What follows belongs to an exercise in optimizing a design on an open flow for a short achievable clock period and few clock cycles per item; a production flow would make more cautious choices.
Function was checked by simulation only, so behaviour that the tests miss may differ from the original.
Power figures rest on the tool's default switching activity, not on a simulated workload.

`design.v`:
```
`timescale 1ns/1ps
package mipsPkg;
    typedef enum logic [1:0] {
        FETCH = 2'b00,
        EXEC1 = 2'b01,
        EXEC2 = 2'b10,
        HALT  = 2'b11
    } stateT;
    typedef struct packed {
        logic [5:0] opcode;
        logic [4:0] rs;
        logic [4:0] rt;
        logic [4:0] rd;
        logic [4:0] sa;
        logic [5:0] fncode;
    } rTypeT;
    typedef struct packed {
        logic [5:0]  opcode;
        logic [4:0]  rs;
        logic [4:0]  rt;
        logic [15:0] offset;
    } iTypeT;
    typedef struct packed {
        logic [5:0]  opcode;
        logic [25:0] instrIndex;
    } jTypeT;
    typedef logic [31:0] instructionT;
    localparam logic [5:0] OP_SPECIAL = 6'b000000;
    localparam logic [5:0] OP_J       = 6'b000010;
    localparam logic [5:0] OP_JAL     = 6'b000011;
    localparam logic [5:0] OP_BEQ     = 6'b000100;
    localparam logic [5:0] OP_BNE     = 6'b000101;
    localparam logic [5:0] OP_ADDIU   = 6'b001001;
    localparam logic [5:0] OP_SLTI    = 6'b001010;
    localparam logic [5:0] OP_SLTIU   = 6'b001011;
    localparam logic [5:0] OP_ANDI    = 6'b001100;
    localparam logic [5:0] OP_ORI     = 6'b001101;
    localparam logic [5:0] OP_XORI    = 6'b001110;
    localparam logic [5:0] OP_LUI     = 6'b001111;
    localparam logic [5:0] OP_LW      = 6'b100011;
    localparam logic [5:0] OP_SW      = 6'b101011;
    localparam logic [5:0] FN_JR   = 6'b001000;
    localparam logic [5:0] FN_ADDU = 6'b100001;
    localparam logic [5:0] FN_SUBU = 6'b100011;
    localparam logic [5:0] FN_AND  = 6'b100100;
    localparam logic [5:0] FN_OR   = 6'b100101;
    localparam logic [5:0] FN_XOR  = 6'b100110;
    localparam logic [5:0] FN_SLT  = 6'b101010;
    localparam logic [5:0] FN_SLTU = 6'b101011;
    localparam logic [4:0] ALU_ADD  = 5'd0;
    localparam logic [4:0] ALU_SUB  = 5'd1;
    localparam logic [4:0] ALU_AND  = 5'd2;
    localparam logic [4:0] ALU_OR   = 5'd3;
    localparam logic [4:0] ALU_XOR  = 5'd4;
    localparam logic [4:0] ALU_SLT  = 5'd5;
    localparam logic [4:0] ALU_SLTU = 5'd6;
    localparam logic [4:0] ALU_LUI  = 5'd7;
    localparam logic [1:0] WB_MEM  = 2'b00;
    localparam logic [1:0] WB_LINK = 2'b01;
    localparam logic [1:0] WB_ALU  = 2'b10;
    localparam logic [1:0] PC_JUMP   = 2'b00;
    localparam logic [1:0] PC_BRANCH = 2'b01;
    localparam logic [1:0] PC_REG    = 2'b10;
    localparam logic [1:0] PC_SEQ    = 2'b11;
endpackage
`timescale 1ns/1ps
`timescale 1ns/1ps
`timescale 1ns/1ps
module mipsRegisterFile
(
    input  logic        clk,
    input  logic [4:0]  readAddrA,
    input  logic [4:0]  readAddrB,
    input  logic        writeEnableX,
    input  logic [4:0]  writeAddrX,
    input  logic [31:0] writeDataX,
    input  logic        writeEnableL,
    input  logic [4:0]  writeAddrL,
    input  logic [31:0] writeDataL,
    output logic [31:0] readDataA,
    output logic [31:0] readDataB,
    output logic [31:0] link
);
    logic [31:0] regs [1:31];
    always_ff @(posedge clk) begin
        for (int i = 1; i < 32; i++) begin
            if (writeEnableX && writeAddrX == 5'(i))
                regs[i] <= writeDataX;
            else if (writeEnableL && writeAddrL == 5'(i))
                regs[i] <= writeDataL;
        end
    end
    logic [31:0] view [32];
    assign view[0] = 32'd0;
    for (genvar g = 1; g < 32; g++) begin : gView
        assign view[g] = regs[g];
    end
    assign readDataA = view[readAddrA];
    assign readDataB = view[readAddrB];
    assign link = regs[31];
endmodule
`timescale 1ns/1ps
module mipsAlu
(
    input  logic [31:0] operandA,
    input  logic [31:0] operandB,
    input  logic [31:0] link,
    input  logic        subtract,     
    input  logic        selSum,
    input  logic        selAnd,
    input  logic        selOr,
    input  logic        selXor,
    input  logic        selSlt,
    input  logic        selSltu,
    input  logic        selB,
    input  logic        selLink,
    output logic [31:0] sum,
    output logic [31:0] aluResult
);
    logic        carry, lessSigned, lessUnsigned;
    mipsAdder uAdder (
        .a(operandA), .b(subtract ? ~operandB : operandB), .cin(subtract),
        .sum(sum), .cout(carry)
    );
    assign lessUnsigned = !carry;
    assign lessSigned   = (operandA[31] != operandB[31]) ? operandA[31] : sum[31];
    assign aluResult = ({32{selSum}}  & sum) |
                       ({32{selAnd}}  & (operandA & operandB)) |
                       ({32{selOr}}   & (operandA | operandB)) |
                       ({32{selXor}}  & (operandA ^ operandB)) |
                       ({32{selSlt}}  & {31'd0, lessSigned}) |
                       ({32{selSltu}} & {31'd0, lessUnsigned}) |
                       ({32{selB}}    & operandB) |
                       ({32{selLink}} & link);
endmodule
module mipsAdder
(
    input  logic [31:0] a,
    input  logic [31:0] b,
    input  logic        cin,
    output logic [31:0] sum,
    output logic        cout
);
    logic [31:0] g [6];
    logic [31:0] p [6];
    always_comb begin
        g[0] = a & b;
        p[0] = a ^ b;
        g[0][0] = (a[0] & b[0]) | ((a[0] ^ b[0]) & cin);
        for (int l = 0; l < 5; l++) begin
            for (int i = 0; i < 32; i++) begin
                if (i >= (1 << l)) begin
                    g[l+1][i] = g[l][i] | (p[l][i] & g[l][i - (1 << l)]);
                    p[l+1][i] = p[l][i] & p[l][i - (1 << l)];
                end else begin
                    g[l+1][i] = g[l][i];
                    p[l+1][i] = p[l][i];
                end
            end
        end
        sum[0] = p[0][0] ^ cin;
        for (int i = 1; i < 32; i++)
            sum[i] = p[0][i] ^ g[5][i-1];
        cout = g[5][31];
    end
endmodule
`timescale 1ns/1ps
`timescale 1ns/1ps
module mipsCore
#(
    parameter logic [31:0] resetVector = 32'h0000_0100
) (
    input  logic        clk,
    input  logic        reset,
    input  logic [31:0] memReadData,
    output logic [31:0] memAddr,
    output logic [31:0] memWriteData,
    output logic        memRead,
    output logic        memWrite,
    output logic [3:0]  byteEn,
    output logic        halt
);
    localparam int BB = 5;               
    localparam int NB = 1 << BB;
    localparam int BT = 7;               
    localparam int CB = 6;               
    localparam int NC = 1 << CB;
    localparam int CT = 12 - CB;         
    localparam int PW = 48;
    localparam int PR = 64;              
    logic        halted;
    logic [31:0] fa;
    logic        portData;
    logic [31:0] memAddrR, memWriteDataR;
    logic        memReadR, memWriteR;
    logic [31:0] memAddrI;
    logic        storeNow, firstSlot;
    logic        dValid, dFromMem, dFill, dPredTaken, xPredTaken;
    logic [31:0] dPc, dPc4, dPredNext, holdWord, fillPc;
    logic        fillQ;
    logic [13:2] fillPcQ, fillPcQ1;
    logic [31:0] fillWordQ;
    logic [13:2] pfPtr;
    logic        pfSlot;
    logic        xValid;
    logic [31:0] xPc, xPc4, xPredNext, xJumpTarget, xA, xB, xOpB;
    logic [15:0] xImm;
    logic [4:0]  xDest;
    logic        xIsBr, xIsBne, xIsJr, xIsJ, xIsLoad, xIsStore, xWrites, xLoadW, xRet;
    logic        xSeqMis, xJmpMis, xSeqZero, xJumpZero;
    logic        xSub, xSelSum, xSelAnd, xSelOr, xSelXor, xSelSlt, xSelSltu, xSelB, xSelLink;
    logic        lp1v, lp2v, lp3v;
    logic [4:0]  lp1d, lp2d, lp3d;
    logic          btbValid  [NB];
    logic [BT-1:0] btbTag    [NB];
    logic [15:2]   btbTarget [NB];       
    logic [1:0]    btbCtr    [NB];
    logic          btbRet    [NB];
    logic          icValid [NC];
    logic [CT-1:0] icTag   [NC];
    logic [31:0]   icData  [NC];
    logic          icPT    [NC];         
    logic          icRet   [NC];         
    logic [13:2]   icTgt   [NC];         
    logic [4:0]  rs, rt;
    logic [31:0] rfA, rfB, link, xResult, xSum;
    logic [31:0] linkPred;
    mipsRegisterFile uRegisterFile (
        .clk(clk),
        .readAddrA(rs), .readAddrB(rt),
        .writeEnableX(xWrites), .writeAddrX(xDest), .writeDataX(xResult),
        .writeEnableL(lp3v), .writeAddrL(lp3d), .writeDataL(fillWordQ),
        .readDataA(rfA), .readDataB(rfB), .link(link)
    );
    logic          sPredTaken, sHit;
    logic [31:0]   sPredTarget;
    logic [CB-1:0] fci, dci, sci;
    logic          nPredTaken, nHit, hHit;
    logic [31:0]   nPredTarget;
    logic          fPredTaken, fServed;
    logic [31:0]   faPlus4, fPredNext;
    assign faPlus4    = fa + 32'd4;
    assign fPredTaken = sPredTaken;
    assign fPredNext  = sPredTaken ? sPredTarget : faPlus4;
    assign fci        = fa[CB+1:2];
    assign dci        = fillPcQ[CB+1:2];
    assign sci        = memAddrI[CB+1:2];
    logic [BB-1:0] nbiSeq;
    logic [CB-1:0] nciSeq;
    logic          nBtbHitSeq, nPdHitSeq, nPredTakenSeq, nHitSeq;
    logic [NB-1:0] btbMatchSeq;
    logic [NC-1:0] icMatchSeq;
    always_comb begin
        for (int i = 0; i < NB; i++)
            btbMatchSeq[i] = btbValid[i] && btbTag[i] == faPlus4[BB+BT+1:BB+2];
        for (int i = 0; i < NC; i++)
            icMatchSeq[i] = icValid[i] && icTag[i] == faPlus4[13:CB+2];
    end
    logic [31:0]   nPredTargetSeq;
    assign nbiSeq         = faPlus4[BB+1:2];
    assign nciSeq         = faPlus4[CB+1:2];
    assign nBtbHitSeq     = btbMatchSeq[nbiSeq];
    assign nPdHitSeq      = icMatchSeq[nciSeq];
    assign nPredTakenSeq  = nBtbHitSeq ? btbCtr[nbiSeq][1] : nPdHitSeq && icPT[nciSeq];
    assign nPredTargetSeq = nBtbHitSeq ? (btbRet[nbiSeq] ? linkPred : {faPlus4[31:16], btbTarget[nbiSeq], 2'b00}) :
                             icRet[nciSeq] ? linkPred : {faPlus4[31:14], icTgt[nciSeq], 2'b00};
    always_comb begin
        nHitSeq = nPdHitSeq;
        if (fillQ && dci == nciSeq)
            nHitSeq = fillPcQ[13:CB+2] == faPlus4[13:CB+2];
        if (storeNow && sci == nciSeq)
            nHitSeq = 1'b0;
    end
    logic [BB-1:0] nbiTgt;
    logic [CB-1:0] nciTgt;
    logic          nBtbHitTgt, nPdHitTgt, nPredTakenTgt, nHitTgt;
    logic [NB-1:0] btbMatchTgt;
    logic [NC-1:0] icMatchTgt;
    always_comb begin
        for (int i = 0; i < NB; i++)
            btbMatchTgt[i] = btbValid[i] && btbTag[i] == sPredTarget[BB+BT+1:BB+2];
        for (int i = 0; i < NC; i++)
            icMatchTgt[i] = icValid[i] && icTag[i] == sPredTarget[13:CB+2];
    end
    logic [31:0]   nPredTargetTgt;
    assign nbiTgt         = sPredTarget[BB+1:2];
    assign nciTgt         = sPredTarget[CB+1:2];
    assign nBtbHitTgt     = btbMatchTgt[nbiTgt];
    assign nPdHitTgt      = icMatchTgt[nciTgt];
    assign nPredTakenTgt  = nBtbHitTgt ? btbCtr[nbiTgt][1] : nPdHitTgt && icPT[nciTgt];
    assign nPredTargetTgt = nBtbHitTgt ? (btbRet[nbiTgt] ? linkPred : {sPredTarget[31:16], btbTarget[nbiTgt], 2'b00}) :
                             icRet[nciTgt] ? linkPred : {sPredTarget[31:14], icTgt[nciTgt], 2'b00};
    always_comb begin
        nHitTgt = nPdHitTgt;
        if (fillQ && dci == nciTgt)
            nHitTgt = fillPcQ[13:CB+2] == sPredTarget[13:CB+2];
        if (storeNow && sci == nciTgt)
            nHitTgt = 1'b0;
    end
    assign nPredTaken  = sPredTaken ? nPredTakenTgt : nPredTakenSeq;
    assign nPredTarget = sPredTaken ? nPredTargetTgt : nPredTargetSeq;
    assign nHit        = sPredTaken ? nHitTgt : nHitSeq;
    always_comb begin
        hHit = sHit;
        if (fillQ && dci == fci)
            hHit = fillPcQ[13:CB+2] == fa[13:CB+2];
        if (storeNow && sci == fci)
            hHit = 1'b0;
    end
    assign fServed    = !halted && (!portData || sHit);
    logic [31:0] word;
    logic [5:0]  op, fn;
    logic [4:0]  rd, dest;
    logic [15:0] imm;
    logic        isR, fAddu, fSubu, fAnd, fOr, fXor, fSlt, fSltu, isJr;
    logic        isAddiu, isSlti, isSltiu, isAndi, isOri, isXori, isLui;
    logic        isLw, isSw, isBeq, isBne, isJ, isJal;
    logic        rAlu, iAlu, usesRs, usesRt, writes;
    logic [31:0] opA, opB, opBImm, jumpTarget;
    logic        lp2Next;
    logic        hazard, dLive, dStall, dJump, dGo;
    logic [31:0] dJumpTarget;
    logic        xRedirect;
    assign word = dFromMem ? memReadData : holdWord;
    assign op   = word[31:26];
    assign fn   = word[5:0];
    assign rs   = word[25:21];
    assign rt   = word[20:16];
    assign rd   = word[15:11];
    assign imm  = word[15:0];
    assign isR     = op == mipsPkg::OP_SPECIAL;
    assign fAddu   = isR && fn == mipsPkg::FN_ADDU;
    assign fSubu   = isR && fn == mipsPkg::FN_SUBU;
    assign fAnd    = isR && fn == mipsPkg::FN_AND;
    assign fOr     = isR && fn == mipsPkg::FN_OR;
    assign fXor    = isR && fn == mipsPkg::FN_XOR;
    assign fSlt    = isR && fn == mipsPkg::FN_SLT;
    assign fSltu   = isR && fn == mipsPkg::FN_SLTU;
    assign isJr    = isR && fn == mipsPkg::FN_JR;
    assign isAddiu = op == mipsPkg::OP_ADDIU;
    assign isSlti  = op == mipsPkg::OP_SLTI;
    assign isSltiu = op == mipsPkg::OP_SLTIU;
    assign isAndi  = op == mipsPkg::OP_ANDI;
    assign isOri   = op == mipsPkg::OP_ORI;
    assign isXori  = op == mipsPkg::OP_XORI;
    assign isLui   = op == mipsPkg::OP_LUI;
    assign isLw    = op == mipsPkg::OP_LW;
    assign isSw    = op == mipsPkg::OP_SW;
    assign isBeq   = op == mipsPkg::OP_BEQ;
    assign isBne   = op == mipsPkg::OP_BNE;
    assign isJ     = op == mipsPkg::OP_J || op == mipsPkg::OP_JAL;
    assign isJal   = op == mipsPkg::OP_JAL;
    assign rAlu   = fAddu || fSubu || fAnd || fOr || fXor || fSlt || fSltu;
    assign iAlu   = isAddiu || isSlti || isSltiu || isAndi || isOri || isXori || isLui;
    assign usesRs = !isJ;
    assign usesRt = isR || isBeq || isBne || isSw;
    assign dest   = isJal ? 5'd31 : isR ? rd : rt;
    assign writes = (rAlu || iAlu || isJal) && dest != 5'd0;
    always_comb begin
        if (xWrites && xDest == rs)
            opA = xResult;
        else if (lp2v && lp2d == rs)
            opA = memReadData;
        else if (lp3v && lp3d == rs)
            opA = fillWordQ;
        else
            opA = rfA;
        if (xWrites && xDest == rt)
            opB = xResult;
        else if (lp2v && lp2d == rt)
            opB = memReadData;
        else if (lp3v && lp3d == rt)
            opB = fillWordQ;
        else
            opB = rfB;
    end
    assign lp2Next = lp1v && !(xWrites && xDest == lp1d);
    assign opBImm = isLui ? {imm, 16'd0} :
                    (isAndi || isOri || isXori) ? {16'd0, imm} : {{16{imm[15]}}, imm};
    assign jumpTarget = {dPc4[31:28], word[25:0], 2'b00};
    assign hazard = (usesRs && rs != 5'd0 &&
                        ((xLoadW && xDest == rs) || (lp2Next && lp1d == rs))) ||
                    (usesRt && rt != 5'd0 &&
                        ((xLoadW && xDest == rt) || (lp2Next && lp1d == rt)));
    assign dLive  = dValid && !xRedirect;
    assign dStall = dLive && hazard;
    assign dJump  = dLive && !hazard && (isJ || (isJr && rs == 5'd31)) && !dPredTaken;
    assign dJumpTarget = isJ ? jumpTarget : linkPred;
    assign dGo    = dLive && !hazard;
    logic        xEqual, xBrTaken, xTaken, xMis, xZero, haltSet;
    logic [31:0] xBrTarget, xNext;
    mipsAlu uAlu (
        .operandA(xA), .operandB(xOpB), .link(xPc4), .subtract(xSub),
        .selSum(xSelSum), .selAnd(xSelAnd), .selOr(xSelOr), .selXor(xSelXor),
        .selSlt(xSelSlt), .selSltu(xSelSltu), .selB(xSelB), .selLink(xSelLink),
        .sum(xSum), .aluResult(xResult)
    );
    assign xEqual    = xA == xB;
    assign xBrTaken  = xIsBr && (xEqual != xIsBne);
    assign xTaken    = xBrTaken || xIsJ || xIsJr;
    logic xBrCarry;
    mipsAdder uBranchAdder (
        .a(xPc4), .b({{14{xImm[15]}}, xImm, 2'b00}), .cin(1'b0),
        .sum(xBrTarget), .cout(xBrCarry)
    );
    always_comb begin
        if (xIsJr) begin
            xNext = xA;
            xMis  = xA != xPredNext;
            xZero = xA == 32'd0;
        end else if (xIsJ) begin
            xNext = xJumpTarget;
            xMis  = xJmpMis;
            xZero = xJumpZero;
        end else if (xBrTaken) begin
            xNext = xBrTarget;
            xMis  = xBrTarget != xPredNext;
            xZero = xBrTarget == 32'd0;
        end else begin
            xNext = xPc4;
            xMis  = xSeqMis;
            xZero = xSeqZero;
        end
    end
    assign haltSet   = xValid && xZero;
    assign xRedirect = xValid && (xMis || xZero);
    logic [31:0] faNext, faEarly;
    logic        nextData, haltNext, faPred, faHold, pfEarly;
    always_comb begin
        faPred = 1'b0;
        faHold = 1'b0;
        if (dStall) begin
            faEarly = fa;
            faHold  = 1'b1;
        end else if (dJump)
            faEarly = dJumpTarget;
        else if (fServed) begin
            faEarly = fPredNext;
            faPred  = 1'b1;
        end else begin
            faEarly = fa;
            faHold  = 1'b1;
        end
        if (xRedirect) begin
            faPred = 1'b0;
            faHold = 1'b0;
        end
    end
    assign faNext = xRedirect ? xNext : faEarly;
    assign nextData = xIsLoad || xIsStore;
    logic [13:2] pfDist;
    logic        pfInWindow, pfReset, pfGo;
    assign pfDist     = pfPtr - fa[13:2];
    assign pfInWindow = pfDist >= 12'd2 && pfDist <= 12'(PW + 1);
    assign pfReset    = pfDist < 12'd2 || pfDist > 12'(PR + 1);
    assign pfEarly    = fServed && !dStall && !dJump && nHit && !nextData && pfInWindow;
    assign pfGo       = pfEarly && !xRedirect && !haltNext;
    assign haltNext = halted || haltSet;
    always_ff @(posedge clk) begin
        if (reset) begin
            halted    <= 1'b0;
            linkPred  <= 32'd0;
            sPredTaken <= 1'b0;
            sHit      <= 1'b0;
            fa        <= resetVector;
            portData  <= 1'b0;
            memAddrR  <= resetVector;
            pfSlot    <= 1'b0;
            memReadR  <= 1'b1;
            memWriteR <= 1'b0;
            dValid    <= 1'b0;
            dFill     <= 1'b0;
            fillQ     <= 1'b0;
            xValid    <= 1'b0;
            xIsBr     <= 1'b0;
            xIsJr     <= 1'b0;
            xIsJ      <= 1'b0;
            xIsLoad   <= 1'b0;
            xIsStore  <= 1'b0;
            xWrites   <= 1'b0;
            xLoadW    <= 1'b0;
            lp1v      <= 1'b0;
            lp2v      <= 1'b0;
            lp3v      <= 1'b0;
        end else begin
            halted    <= haltNext;
            if (dGo && isJal)
                linkPred <= dPc4;
            if (faPred) begin
                sPredTaken <= nPredTaken;
                sHit       <= nHit;
            end else if (faHold) begin
                sHit       <= hHit;
            end else begin
                sPredTaken <= 1'b0;
                sHit       <= 1'b0;
            end
            fa        <= faNext;
            portData  <= nextData;
            memAddrR  <= nextData ? xSum : xRedirect ? xNext :
                         pfEarly ? {18'd0, pfPtr, 2'b00} : faEarly;
            pfSlot    <= pfGo;
            if (pfGo)
                pfPtr <= pfPtr + 12'd1;
            else if (pfReset)
                pfPtr <= fa[13:2] + 12'd3;
            memReadR  <= !haltNext && (!nextData || xIsLoad);
            memWriteR <= xIsStore;
            dValid    <= dStall || (fServed && !xRedirect && !dJump);
            dFill     <= !portData && !halted;
            fillQ     <= dFill && !(storeNow && memAddrI[13:2] == fillPc[13:2]);
            xValid    <= dGo;
            xIsBr     <= dGo && (isBeq || isBne);
            xIsJr     <= dGo && isJr;
            xIsJ      <= dGo && isJ;
            xIsLoad   <= dGo && isLw;
            xIsStore  <= dGo && isSw;
            xWrites   <= dGo && writes;
            xLoadW    <= dGo && isLw && rt != 5'd0;
            lp1v      <= xLoadW;
            lp2v      <= lp2Next;
            lp3v      <= lp2v && !(xWrites && xDest == lp2d);
        end
    end
    always_ff @(posedge clk) begin
        memWriteDataR <= xB;
        fillPc    <= firstSlot ? resetVector : memAddrI;
        firstSlot <= reset;
        memAddrI  <= nextData ? xSum : xRedirect ? xNext :
                     pfEarly ? {18'd0, pfPtr, 2'b00} : faEarly;
        storeNow  <= xIsStore;
        fillPcQ   <= fillPc[13:2];
        fillPcQ1  <= fillPc[13:2] + 12'd1;
        fillWordQ <= memReadData;
        if (faPred)
            sPredTarget <= nPredTarget;
        if (dStall) begin
            dFromMem <= 1'b0;
            holdWord <= word;
        end else begin
            dFromMem   <= !portData && !pfSlot;
            dPc        <= fa;
            dPc4       <= faPlus4;
            dPredNext  <= fPredNext;
            dPredTaken <= fPredTaken;
            holdWord   <= icData[fci];
        end
        xPc         <= dPc;
        xPredTaken  <= dPredTaken;
        xPc4        <= dPc4;
        xPredNext   <= dJump ? dJumpTarget : dPredNext;
        xJumpTarget <= jumpTarget;
        xSeqMis     <= dPredNext != dPc4;
        xJmpMis     <= !dJump && dPredNext != jumpTarget;
        xSeqZero    <= dPc4 == 32'd0;
        xJumpZero   <= jumpTarget == 32'd0;
        xA          <= opA;
        xB          <= opB;
        xOpB        <= isR ? opB : opBImm;
        xImm        <= imm;
        xDest       <= dest;
        xIsBne      <= isBne;
        xRet        <= isJr && rs == 5'd31;
        xSub        <= fSubu || fSlt || fSltu || isSlti || isSltiu;
        xSelSum     <= fAddu || fSubu || isAddiu || isLw || isSw;
        xSelAnd     <= fAnd || isAndi;
        xSelOr      <= fOr || isOri;
        xSelXor     <= fXor || isXori;
        xSelSlt     <= fSlt || isSlti;
        xSelSltu    <= fSltu || isSltiu;
        xSelB       <= isLui;
        xSelLink    <= isJal;
        lp1d <= xDest;
        lp2d <= lp1d;
        lp3d <= lp2d;
    end
    logic [BB-1:0] xbi, dbi;
    logic          xBtbHit;
    assign xbi = xPc[BB+1:2];
    assign dbi = dPc[BB+1:2];
    always_ff @(posedge clk)
        xBtbHit <= btbValid[dbi] && btbTag[dbi] == dPc[BB+BT+1:BB+2];
    always_ff @(posedge clk) begin
        for (int i = 0; i < NB; i++) begin
            if (xbi == BB'(i) && (xIsBr || xIsJ || xIsJr) && (xTaken || !xBtbHit)) begin
                btbTag[i]    <= xPc[BB+BT+1:BB+2];
                btbTarget[i] <= xNext[15:2];
                btbRet[i]    <= xRet;
            end
            if (reset) begin
                btbValid[i] <= 1'b0;
            end else if (xbi == BB'(i) && (xIsBr || xIsJ || xIsJr)) begin
                if (xTaken) begin
                    btbValid[i]  <= 1'b1;
                    btbCtr[i]    <= (xBtbHit && btbCtr[i] != 2'b11) ? btbCtr[i] + 2'd1 : 2'b11;
                end else if (xBtbHit && btbCtr[i] != 2'b00) begin
                    btbCtr[i] <= btbCtr[i] - 2'd1;
                end else if (!xBtbHit && xPredTaken) begin
                    btbValid[i] <= 1'b1;
                    btbCtr[i]   <= 2'b01;
                end
            end
        end
    end
    logic [5:0]  pdOp;
    logic        pdJ, pdTaken, pdRet;
    logic [13:2] pdTgt;
    assign pdOp    = fillWordQ[31:26];
    assign pdJ     = pdOp == mipsPkg::OP_J || pdOp == mipsPkg::OP_JAL;
    assign pdRet   = pdOp == mipsPkg::OP_SPECIAL && fillWordQ[5:0] == mipsPkg::FN_JR &&
                     fillWordQ[25:21] == 5'd31;
    assign pdTaken = pdJ || pdRet || (pdOp == mipsPkg::OP_BNE && fillWordQ[15]) ||
                     (pdOp == mipsPkg::OP_BEQ &&
                        (fillWordQ[15] || fillWordQ[25:21] == fillWordQ[20:16]));
    assign pdTgt   = pdJ ? fillWordQ[11:0] : fillPcQ1 + fillWordQ[11:0];
    always_ff @(posedge clk) begin
        for (int i = 0; i < NC; i++) begin
            if (fillQ && dci == CB'(i)) begin
                icTag[i]  <= fillPcQ[13:CB+2];
                icData[i] <= fillWordQ;
                icPT[i]   <= pdTaken;
                icRet[i]  <= pdRet;
                icTgt[i]  <= pdTgt;
            end
            if (reset) begin
                icValid[i] <= 1'b0;
            end else begin
                if (fillQ && dci == CB'(i))
                    icValid[i] <= 1'b1;
                if (storeNow && sci == CB'(i) &&
                    ((fillQ && dci == sci && fillPcQ[13:CB+2] == memAddrI[13:CB+2]) ||
                     icTag[i] == memAddrI[13:CB+2]))
                    icValid[i] <= 1'b0;
            end
        end
    end
    assign memAddr      = memAddrR;
    assign memRead      = memReadR;
    assign memWrite     = memWriteR;
    assign memWriteData = memWriteDataR;
    assign byteEn       = 4'b1111;
    assign halt         = halted;
endmodule
```
`flow/run.sh`:
```
#!/bin/bash
# The standard flow's own layout (standard.sh), unchanged except that timing repair
# aims for more setup slack than the design's flow asks for, and the
# port buffers are plain buffers (buf_4) rather than the placer's pick.
# The synthesis is the standard one, run first by standard.sh itself.
set -euo pipefail
MARGIN=$(cat flow/setup_margin.txt)
bash standard.sh synth > synth.log 2>&1
sed -E "s/SETUP_SLACK_MARGIN=[^ ]+/SETUP_SLACK_MARGIN=${MARGIN} BUFFER_PORTS_ARGS='-buffer_cell sky130_fd_sc_hd__buf_4'/" standard.sh > standard_margin.sh
bash standard_margin.sh finish > layout.log 2>&1
```
`flow/setup_margin.txt`:
```
8.5
```
`standard.sh`:
```
#!/bin/bash
# synth_recipe.tcl (not shown) runs the flow's synth.tcl, then flattens the netlist and writes it again
# the make line also repeats each setting of config.mk as NAME=value (left out here)
make -C /OpenROAD-flow-scripts/flow DESIGN_CONFIG=/design/flow/config.mk WORK_HOME=/design/flow/orfs CLKGATE_MAP_FILE= SYNTH_SCRIPT=/design/flow/synth_recipe.tcl "${@:-finish}"
```
`config.mk`:
```
export PLATFORM = sky130hd
export DESIGN_NAME = mipsCore
export DESIGN_NICKNAME = mipsCore
export VERILOG_FILES = /design/flow/design.v
export SDC_FILE = /design/flow/constraint.sdc
export NUM_CORES = 4
export LEC_CHECK = 0
export CAP_MARGIN = 20
export CORE_MARGIN = 2
export CORE_UTILIZATION = 35
export MIN_ROUTING_LAYER = met2
export PLACE_DENSITY = 0.45
export SETUP_SLACK_MARGIN = 1.0
export SLEW_MARGIN = 20
```
`constraint.sdc`:
```
create_clock -name core_clock -period 13.0 [get_ports {clk}]
set_input_delay 2.6000 -clock core_clock [delete_from_list [all_inputs] [get_ports {clk}]]
set_output_delay 2.6000 -clock core_clock [all_outputs]
set_load 0.01 [all_outputs]
```
==> results.sh, run 1 <==
export IMPL_error="[ERROR GRT-0116] Global routing finished with congestion. Check the congestion regions in the DRC Viewer."
export IMPL_gp_congestion=1.14
export IMPL_dpl_instance_area_sq_um=291000
export IMPL_synthTopCellsByArea="edfxtp_1 (58%), a22oi_1 (4.6%), dfxtp_1 (4.4%)"
export IMPL_row_count=321
export IMPL_grt_pass1_wl_microns=2680000
export IMPL_cts_max_level=6
export IMPL_synth_edf_count=5209
export IMPL_yosys_area_top_type="edfxtp_1"
export IMPL_io_pins=105
export IMPL_stop_stage="global routing"
export IMPL_initial_utilization=0.351
export IMPL_cts_sinks=5804
export IMPL_root_buffer="clkbuf_16"
export IMPL_yosys_warnings=18
export IMPL_pre_cts_ws_ns=4.52
export IMPL_postSynthCellCount=21332
export IMPL_netlist_area_leader_share=0.583
export IMPL_port_buffers=100
export IMPL_seq_area_frac_synth=0.627
export IMPL_ys_ff_latch=5804
export IMPL_synthArstFlopShare=0
export IMPL_cts_buffer_depth=4
export IMPL_post_dp_hpwl_microns=1170000
export IMPL_yosys_cell_types_count=111
export IMPL_die_w_microns=880
export IMPL_grt_pass1_vias=336456
export IMPL_die_height_microns=880
export IMPL_track_usage=0.778
export IMPL_avgSynthCellArea_sq_um=12.6
export IMPL_status="stopped before the end"
export IMPL_synth_top_flop_cell="edfxtp_1"
export IMPL_numCtsBuffers=673
export IMPL_synth_area_sq_um=269000
export IMPL_grt_start_max_net_pins=103
export IMPL_gr_total_overflow=21
==> cell usage after synthesis, drive strengths merged, types with 33 or more instances <==
cell,instances
xnor2,1351
a21o,70
or4,50
nor2,955
buf,331
mux2i,108
xnor3,90
xor2,486
a311oi,92
edfxtp,5209
and3,96
ha,218
a22o,766
nand2b,91
a31oi,61
a21oi,648
o22ai,44
a221oi,791
nand3,466
o31ai,144
nor3,414
o211ai,92
o21ai,1229
a222oi,186
o2111ai,92
inv,352
clkbuf,1350
and2,33
nand4,697
a211oi,68
a22oi,1646
nand2,1541
nor4,274
dfxtp,595
a221o,41
mux2,114
nor2b,58
==> through the flow <==
step / instances / utilization / hold slack [ns]
detailed placement: 31169 / 0.381 / 0.359
CTS: 33165 / 0.433 / 0.357
floorplan: 21335 / - / 0.329
global placement: 31148 / 0.380 / 0.357
==> power groups by stage <==
stage	registers, uW	clock network, uW	logic, uW
2_1_floorplan	22200	0	7140
4_1_cts	22400	19600	18400
3_3_place_gp	22800	0	16100
3_5_place_dp	22800	0	16000
==> worst min-delay path by stage <==
stage	startpoint	to	slack, ns	cells after the start
2_1_floorplan	fillPc[4]	fillPcQ[4]	0.33	0
3_3_place_gp	xB[20]	memWriteDataR[20]	0.36	0
3_5_place_dp	xB[17]	memWriteDataR[17]	0.36	0
4_1_cts	xB[20]	memWriteDataR[20]	0.36	0
==> kinds of logic after synthesis <==
logic type / synth area share
adder cells (fa/ha/maj): 0.0105
other: 0.0000140
XOR/XNOR: 0.0678
AO/OA/AOI/OAI: 0.170
multiplexers: 0.00895
buffers and inverters: 0.0299
AND/OR/NAND/NOR: 0.0863
flip-flops: 0.627
==> routing by layer <==
layer  global-route usage  overflow
met1                    -         -
met2                0.817         0
met3                0.859        11
met4                0.593        10
met5                0.642         0
==> timing repair <==
action                                  4_1_cts
pin swaps                                   488
endpoints found under the setup margin     1982
buffers inserted                            669
gates cloned                                 93
hold buffers                                  0
resized for setup                          2073
Testbench counts, summed over its fixed seeds: cycles 35,162, instructions 29,121.
==> run 2: changes to the inputs <==
==> flow/run.sh (replaced) <==
#!/bin/bash
# The standard flow's own layout (standard.sh), unchanged except that: timing repair
# aims for more setup slack than the design's flow asks for; the port
# buffers are plain buffers (buf_4) rather than the placer's pick; and
# global routing offers less of met1/met2 (flow/fastroute.tcl).
# The synthesis is the standard one, run first by standard.sh itself.
set -euo pipefail
MARGIN=$(cat flow/setup_margin.txt)
FR=$(pwd)/flow/fastroute.tcl
bash standard.sh synth > synth.log 2>&1
sed -E "s#SETUP_SLACK_MARGIN=[^ ]+#SETUP_SLACK_MARGIN=${MARGIN} BUFFER_PORTS_ARGS='-buffer_cell sky130_fd_sc_hd__buf_4' FASTROUTE_TCL=${FR}#" standard.sh > standard_margin.sh
bash standard_margin.sh finish > layout.log 2>&1
==> flow/fastroute.tcl (new file) <==
# Global routing layers as the platform sets them, with less of met1 and
# met2 offered to the global router so that it leaves the detailed
# router room for pin access on met1 and moves more wiring up to met3/met4.
set_global_routing_layer_adjustment $::env(MIN_ROUTING_LAYER)-$::env(MAX_ROUTING_LAYER) 0.2
set_global_routing_layer_adjustment met1 0.5
set_global_routing_layer_adjustment met2 0.35

set_routing_layers -clock $::env(MIN_CLK_ROUTING_LAYER)-$::env(MAX_ROUTING_LAYER)
set_routing_layers -signal $::env(MIN_ROUTING_LAYER)-$::env(MAX_ROUTING_LAYER)
==> flow/setup_margin.txt (replaced) <==
8.3
--- a/config.mk
+++ b/config.mk
@@ -7,8 +7,7 @@
 export LEC_CHECK = 0
 export CAP_MARGIN = 20
 export CORE_MARGIN = 2
-export CORE_UTILIZATION = 35
-export MIN_ROUTING_LAYER = met2
-export PLACE_DENSITY = 0.45
+export CORE_UTILIZATION = 30
+export PLACE_DENSITY = 0.4
 export SETUP_SLACK_MARGIN = 1.0
 export SLEW_MARGIN = 20
==> results.sh, run 2 <==
export IMPL_clk_pin_slew_ns=0.06
export IMPL_ir_drop_v=0.000142
export IMPL_cts_buffer_depth=4
export IMPL_grt_pass1_wl_microns=2400000
export IMPL_port_buffers=100
export IMPL_post_drt_wl_per_cell_microns=53.8
export IMPL_synthTopCellsByArea="edfxtp_1 (58%), a22oi_1 (4.6%), dfxtp_1 (4.4%)"
export IMPL_finalWorstSetupSlack_ns=7.48
export IMPL_setup_violations=0
export IMPL_area_delta_synth_final_pct=25.0
export IMPL_antenna_found_initial=328
export IMPL_gp_congestion=1.05
export IMPL_cp_max_fo=11
export IMPL_finalCritPeriodShare=0.424
export IMPL_holdWs_ns=0.371
export IMPL_die_area_sq_um=903000
export IMPL_initial_utilization=0.301
export IMPL_grt_start_max_net_pins=107
export IMPL_arrival_ns=6.46
export IMPL_top_regs="icData x2048, uRegisterFile.regs x992, icTgt x768"
export IMPL_slowest_stage="nor2_1"
export IMPL_multi_input_area_sq_um=103000
export IMPL_synth_commonest_cells="edfxtp_1 (5209), a22oi_1 (1646), nand2_1 (1541), clkbuf_1 (1350), xnor2_1 (1347)"
export IMPL_ys_ff_latch=5804
export IMPL_yosysMostFrequentCell="edfxtp_1"
export IMPL_fillers=85437
export IMPL_maxCapViolCount=0
export IMPL_seq_area_frac_synth=0.627
export IMPL_fmax_mhz=181
export IMPL_yosys_area_top_type="edfxtp_1"
export IMPL_synthArstFlopShare=0
export IMPL_routed_via_density=6.53
export IMPL_slew_violations=0
export IMPL_post_dp_hpwl_microns=1150000
export IMPL_hold_class="flop to flop"
export IMPL_ant_nets=0
export IMPL_layout_nets=22859
export IMPL_crit_buf_inv=4
export IMPL_layout_common_cells="edfxtp_1 (5209), a22oi_1 (1632), buf_4 (1518)"
export IMPL_synth_top_flop_cell="edfxtp_1"
export IMPL_tns_ns=0
export IMPL_drtIter0Drc=25499
export IMPL_critical_path_required_ns=13.95
export IMPL_cts_tree="yes"
export IMPL_fin_total_pwr_uw=61800
export IMPL_final_seq_area_sq_um=169000
export IMPL_largest_register="icData"
export IMPL_row_count=347
export IMPL_postSynthCellCount=21332
export IMPL_drive_above_1_share=0.215
export IMPL_rsz0062_at_grt="yes"
export IMPL_grt_pass1_vias=227905
export IMPL_insertion_delay_ns=1.28
export IMPL_routed_wirelength_microns=1910000
export IMPL_fp_coreArea_sq_um=893000
export IMPL_tightest_slew_ns=1.35
export IMPL_die_w_microns=950
export IMPL_io_pins=105
export IMPL_numCtsBuffers=680
export IMPL_die_height_microns=950
export IMPL_track_usage=0.496
export IMPL_post_route_min_period_ns=5.52
export IMPL_end_kind="flop"
export IMPL_cts_sinks=5804
export IMPL_cp_top_family="simple AND/OR/NAND/NOR gates"
export IMPL_crit_chain="buf_6 -> and4_1 -> xnor2_1 -> nor2_1 -> o2111ai_1 -> o41ai_4 -> a21o_1 -> o31ai_4 -> or4_4 -> a211oi_4 -> o311ai_4 -> buf_12 -> nor3_4 -> buf_6 -> buf_12 -> mux2_4"
export IMPL_dr_pass1_iters=9
export IMPL_gr_total_overflow=0
export IMPL_critPathMaxStageDelay_ns=0.66
export IMPL_status="no timing/DRC/antenna violations"
export IMPL_netlist_area_leader_share=0.583
export IMPL_leakagePower_uw=0.111
export IMPL_ctsHoldBuffers=0
export IMPL_synth_area_sq_um=269000
export IMPL_hold_viol_final=0
export IMPL_cts_max_level=6
export IMPL_powerDensity_nw_per_um2=184
export IMPL_path_class="flop to flop"
export IMPL_worst_slew_margin_rel=0.0994
export IMPL_root_buffer="clkbuf_16"
export IMPL_synth_edf_count=5209
export IMPL_final_common_cell="edfxtp_1"
export IMPL_vias=231273
export IMPL_avgSynthCellArea_sq_um=12.6
export IMPL_yosys_warnings=18
export IMPL_pre_cts_ws_ns=4.95
export IMPL_yosys_cell_types_count=111
export IMPL_drc=0
export IMPL_largest_reg_flops=2048
export IMPL_clock_skew_ns=0.107
export IMPL_startpoint_type="flop"
[run 2: layout make-up]
class	instances	share of cell area
flip-flops and latches	5804	0.503
diodes	382	0.00285
well taps	11866	0.0442
inverters	360	0.00460
multi-input cells	13503	0.307
repair buffers	2251	0.0737
clock inverters	384	0.0112
clock buffers	863	0.0542
repair inverters	3	0.0000708
[run 2: through the flow]
stage / instances / cell area [sq um] / util
after detailed placement: 32812 / 292000 / 0.327
after CTS: 34600 / 327000 / 0.366
after global placement: 32789 / 292000 / 0.327
after global routing: 35214 / 335000 / 0.375
final: 35416 / 336000 / 0.376
after floorplan: 21335 / 269000 / -
[run 2: cell families after synthesis]
group	after synthesis	synth area share
AOI/OAI and AO/OA	6288	0.170
buffers and inverters	2041	0.0299
adders and majority gates	222	0.0105
other	1	0.0000140
muxes	223	0.00895
and+or+nand+nor	4824	0.0863
DFF	5804	0.627
xor gates and xnor gates	1929	0.0678
[run 2: worst paths after layout]
| path | startpoint | to | slack [ns] | depth (start not counted) |
|---|---|---|---|---|
| hold / removal | xB[22] | memWriteDataR[22] | 0.37 | 0 |
| setup reg to reg | fa[3] | pfPtr[3] | 7.48 | 16 |
| setup / recovery | fa[3] | pfPtr[3] | 7.48 | 16 |
| hold reg to reg | xB[22] | memWriteDataR[22] | 0.37 | 0 |
[run 2: where the power goes]
part,internal (uW),switching (uW),total [uW]
registers,21400,1050,22500
logic,6060,13700,19700
clock network,10900,8660,19600
total,38400,23400,61800
[run 2: timing repair]
action,4_1_cts,5_1_grt
setup endpoints to repair,2051,1266
gates resized for setup,1395,809
pin swaps,274,345
buffers inserted,475,379
gates cloned,66,42
[run 2: layer usage]
layer	global-route usage	share of wire
met5	0.108	0.0065
met4	0.392	0.11
met3	0.360	0.17
met2	0.628	0.38
met1	0.613	0.33
==> run 3: changes to the inputs <==
--- a/design.v
+++ b/design.v
@@ -180,14 +180,14 @@
     output logic [3:0]  byteEn,
     output logic        halt
 );
-    localparam int BB = 5;               
+    localparam int BB = 4;               
     localparam int NB = 1 << BB;
     localparam int BT = 7;               
-    localparam int CB = 6;               
+    localparam int CB = 5;               
     localparam int NC = 1 << CB;
     localparam int CT = 12 - CB;         
-    localparam int PW = 48;
-    localparam int PR = 64;              
+    localparam int PW = 24;
+    localparam int PR = 32;              
     logic        halted;
     logic [31:0] fa;
     logic        portData;
==> results.sh, run 3 <==
export IMPL_status="no timing/DRC/antenna violations"
export IMPL_p_clk_frac=0.321
export IMPL_hold_class="flop to flop"
export IMPL_layout_nets=16293
export IMPL_finalCritPeriodShare=0.384
export IMPL_seq_area_frac_synth=0.593
export IMPL_fmax_mhz=200
export IMPL_port_buffers=100
export IMPL_r2r_end="fa[2]"
export IMPL_final_common_cell="edfxtp_1"
export IMPL_synth_area_sq_um=180000
export IMPL_clock_skew_ns=0.0956
export IMPL_fillers=57665
export IMPL_layout_common_cells="edfxtp_1 (3192), nand2_1 (1672), o21ai_0 (1333)"
export IMPL_yosys_area_top_type="edfxtp_1"
export IMPL_gr_total_overflow=0
export IMPL_fin_cells=24559
export IMPL_grt_pass1_vias=152161
export IMPL_pwr_share_seq=0.375
export IMPL_cts_buffer_depth=4
export IMPL_tightest_slew_ns=1.27
export IMPL_synth_edf_count=3192
export IMPL_ctsHoldBuffers=0
export IMPL_maxCapViolCount=0
export IMPL_routed_via_density=6.22
export IMPL_initial_utilization=0.301
export IMPL_rsz0062_at_grt="yes"
export IMPL_io_pins=105
export IMPL_p_int_uw=24500
export IMPL_cts_max_level=5
export IMPL_vias=152731
export IMPL_postSynthCellCount=15500
export IMPL_end_kind="flop"
export IMPL_grt_pass1_wl_microns=1420000
export IMPL_ys_ff_latch=3738
export IMPL_post_drt_wl_per_cell_microns=44.7
export IMPL_drive_above_1_share=0.200
export IMPL_grt_start_max_net_pins=82
export IMPL_synth_top_flop_cell="edfxtp_1"
export IMPL_hp_start="xB[30]"
export IMPL_routed_wirelength_microns=1100000
export IMPL_track_usage=0.422
export IMPL_reg2regPathDepth=17
export IMPL_hold_end="memWriteDataR[30]"
export IMPL_powerDensity_nw_per_um2=175
export IMPL_leakagePower_uw=0.0760
export IMPL_p_sw_uw=14300
export IMPL_dr_pass1_iters=7
export IMPL_dp_cells=22977
export IMPL_synthTopCellsByArea="edfxtp_1 (53%), dfxtp_1 (6.1%), xnor2_1 (4.2%)"
export IMPL_largest_reg_flops=1024
export IMPL_worst_slew_margin_rel=0.144
export IMPL_ant_nets=0
export IMPL_cp_max_fo=15
export IMPL_path_class="input pin to flop"
export IMPL_p_sw_frac=0.369
export IMPL_synth_commonest_cells="edfxtp_1 (3192), nand2_1 (1753), o21ai_0 (1472), clkbuf_1 (1091), a22oi_1 (963)"
export IMPL_critical_path_required_ns=14.01
export IMPL_top_regs="icData x1024, uRegisterFile.regs x992, icTgt x384"
export IMPL_slew_violations=0
export IMPL_die_height_microns=779
export IMPL_largest_register="icData"
export IMPL_setup_violations=0
export IMPL_holdWs_ns=0.383
export IMPL_ir_drop_v=0.000140
export IMPL_power_frac_comb=0.304
export IMPL_synthArstFlopShare=0
export IMPL_yosys_cell_types_count=98
export IMPL_die_w_microns=779
export IMPL_root_buffer="clkbuf_16"
export IMPL_yosysMostFrequentCell="edfxtp_1"
export IMPL_die_area_sq_um=606000
export IMPL_antenna_found_initial=126
export IMPL_startpoint_type="input pin"
export IMPL_avgSynthCellArea_sq_um=11.6
export IMPL_cts_tree="yes"
export IMPL_insertion_delay_ns=1.11
export IMPL_arrival_ns=6.00
export IMPL_drtIter0Drc=15581
export IMPL_clk_pin_slew_ns=0.06
export IMPL_cts_sinks=3738
export IMPL_post_route_min_period_ns=4.99
export IMPL_yosys_warnings=18
export IMPL_numCtsBuffers=433
export IMPL_post_dp_hpwl_microns=654000
export IMPL_area_delta_synth_final_pct=23.3
export IMPL_tns_ns=0
export IMPL_row_count=284
export IMPL_netlist_area_leader_share=0.532
export IMPL_regToRegSetupSlack_ns=8.12
export IMPL_r2r_start="xA[11]"
export IMPL_fp_coreArea_sq_um=598000
export IMPL_drc=0
export IMPL_hold_path_depth=0
export IMPL_gp_congestion=1.01
export IMPL_hold_viol_final=0
==> run 3: metal layers <==
layer	part of all wire	wire, microns	GRT usage	vias to the layer above
li1	-	-	-	61188
met1	0.35	380000	0.558	74583
met2	0.38	420000	0.552	12342
met3	0.18	193000	0.291	4450
met4	0.091	99900	0.280	168
met5	0.0040	4410	0.0415	-
==> run 3: stage by stage <==
step                utilization  area [sq um]  total power (uW)  setup WS, ns
finish                    0.371        222000             38800          8.01
global route              0.371        222000             39700          8.01
CTS                       0.360        215000             37900          8.20
detailed placement        0.325        194000             24900          5.14
global placement          0.324        194000             24900          4.93
floorplan                     -        181000             19500          7.92
==> run 3: cell type report <==
class                      instances  area [sq um]  area share
clock inverter                   253          2490      0.0112
timing repair buffer            1449         15500      0.0698
clock buffer                     547         11500      0.0519
antenna                          119           298     0.00134
sequential                      3738        107000       0.482
inverter                         227           912     0.00411
tap                             8008         10000      0.0451
multi-input combinational      10218         74300       0.335
==> run 3: critical path, stage by stage <==
cell	delay [ns]
buf_4	0.16
a21oi_2	0.09
buf_8	0.19
inv_1	0.16
nand2_4	0.11
buf_4	0.18
nor2_4	0.17
buf_4	0.54
a22oi_1	0.18
nand4_1	0.23
nor3_4	0.11
o211ai_1	0.93
o211ai_1	0.18
o21ai_0	0.11
==> run 3: logic make-up (layout without fill, tap and decap cells) <==
group,Yosys count,in the layout,share of synthesized area
AOI/OAI and AO/OA,4683,4686,0.179
xor gates and xnor gates,1281,1281,0.0694
adders and majority gates,192,192,0.0135
buffers and inverters,1560,2476,0.0332
DFF,3738,3738,0.593
muxes,219,219,0.0130
other,1,123,0.0000208
and+or+nand+nor,3826,3836,0.0983
==> run 3: how the worst max path moves through the flow <==
stage	start	end	slack, ns	depth (start not counted)
2_1_floorplan	memReadData[22]	pfPtr[10]	7.92	13
3_3_place_gp	fa[7]	pfPtr[2]	4.93	13
3_5_place_dp	fa[3]	memAddrR[0]	5.14	14
4_1_cts	memReadData[20]	memAddrR[12]	8.20	17
5_1_grt	memReadData[23]	xA[16]	8.01	10
6_report	memReadData[24]	xA[16]	8.01	14
==> run 3: repair_timing <==
item                                   4_1_cts  5_1_grt
buffers inserted                           256      322
endpoints found under the hold margin        0        0
setup endpoints to repair                 1033      948
cloned                                      39       41
pin swaps                                  178      268
gates resized for setup                    842      609
==> run 3: power by group through the flow <==
stage / Sequential, uW / Clock, uW / Combinational, uW
after floorplan: 14300 / 0 / 5130
after global placement: 14800 / 0 / 10200
after detailed placement: 14800 / 0 / 10200
after CTS: 14500 / 12600 / 10900
after global routing: 14600 / 13000 / 12200
final: 14600 / 12500 / 11800
Testbench counts of run 3, summed over its fixed seeds: cycles 36,452, instructions 29,121.

-- what the ideal ports hide --
Ports are ideal in the flow. The routed layouts listed here were re-timed in OpenROAD.
Step 1, drivers: a clkbuf_16 drives clk and a buf_2 each remaining input, both assumed.
Step 2 also shifts input and output timing later by t, the mid clock arrival at the registers, as if the neighbouring blocks saw the same clock.
Slacks: ideal ports / drivers / drivers and shift; pairs: ideal ports / drivers.
run | t, ns | setup WS [ns] | worst register clock-pin slew, ns | pins driven straight from the clock port
run 2 | 1.365 | 7.484 / 7.484 / 6.450 | 0.08 / 0.08 | 1
run 3 | 1.191 | 8.009 / 7.966 / 6.776 | 0.07 / 0.07 | 1
After both steps setup and hold are still met in every run listed. The setup slack of run 3, which loses most, moves by -0.043 ns with the drivers and by -1.233 ns with both steps.
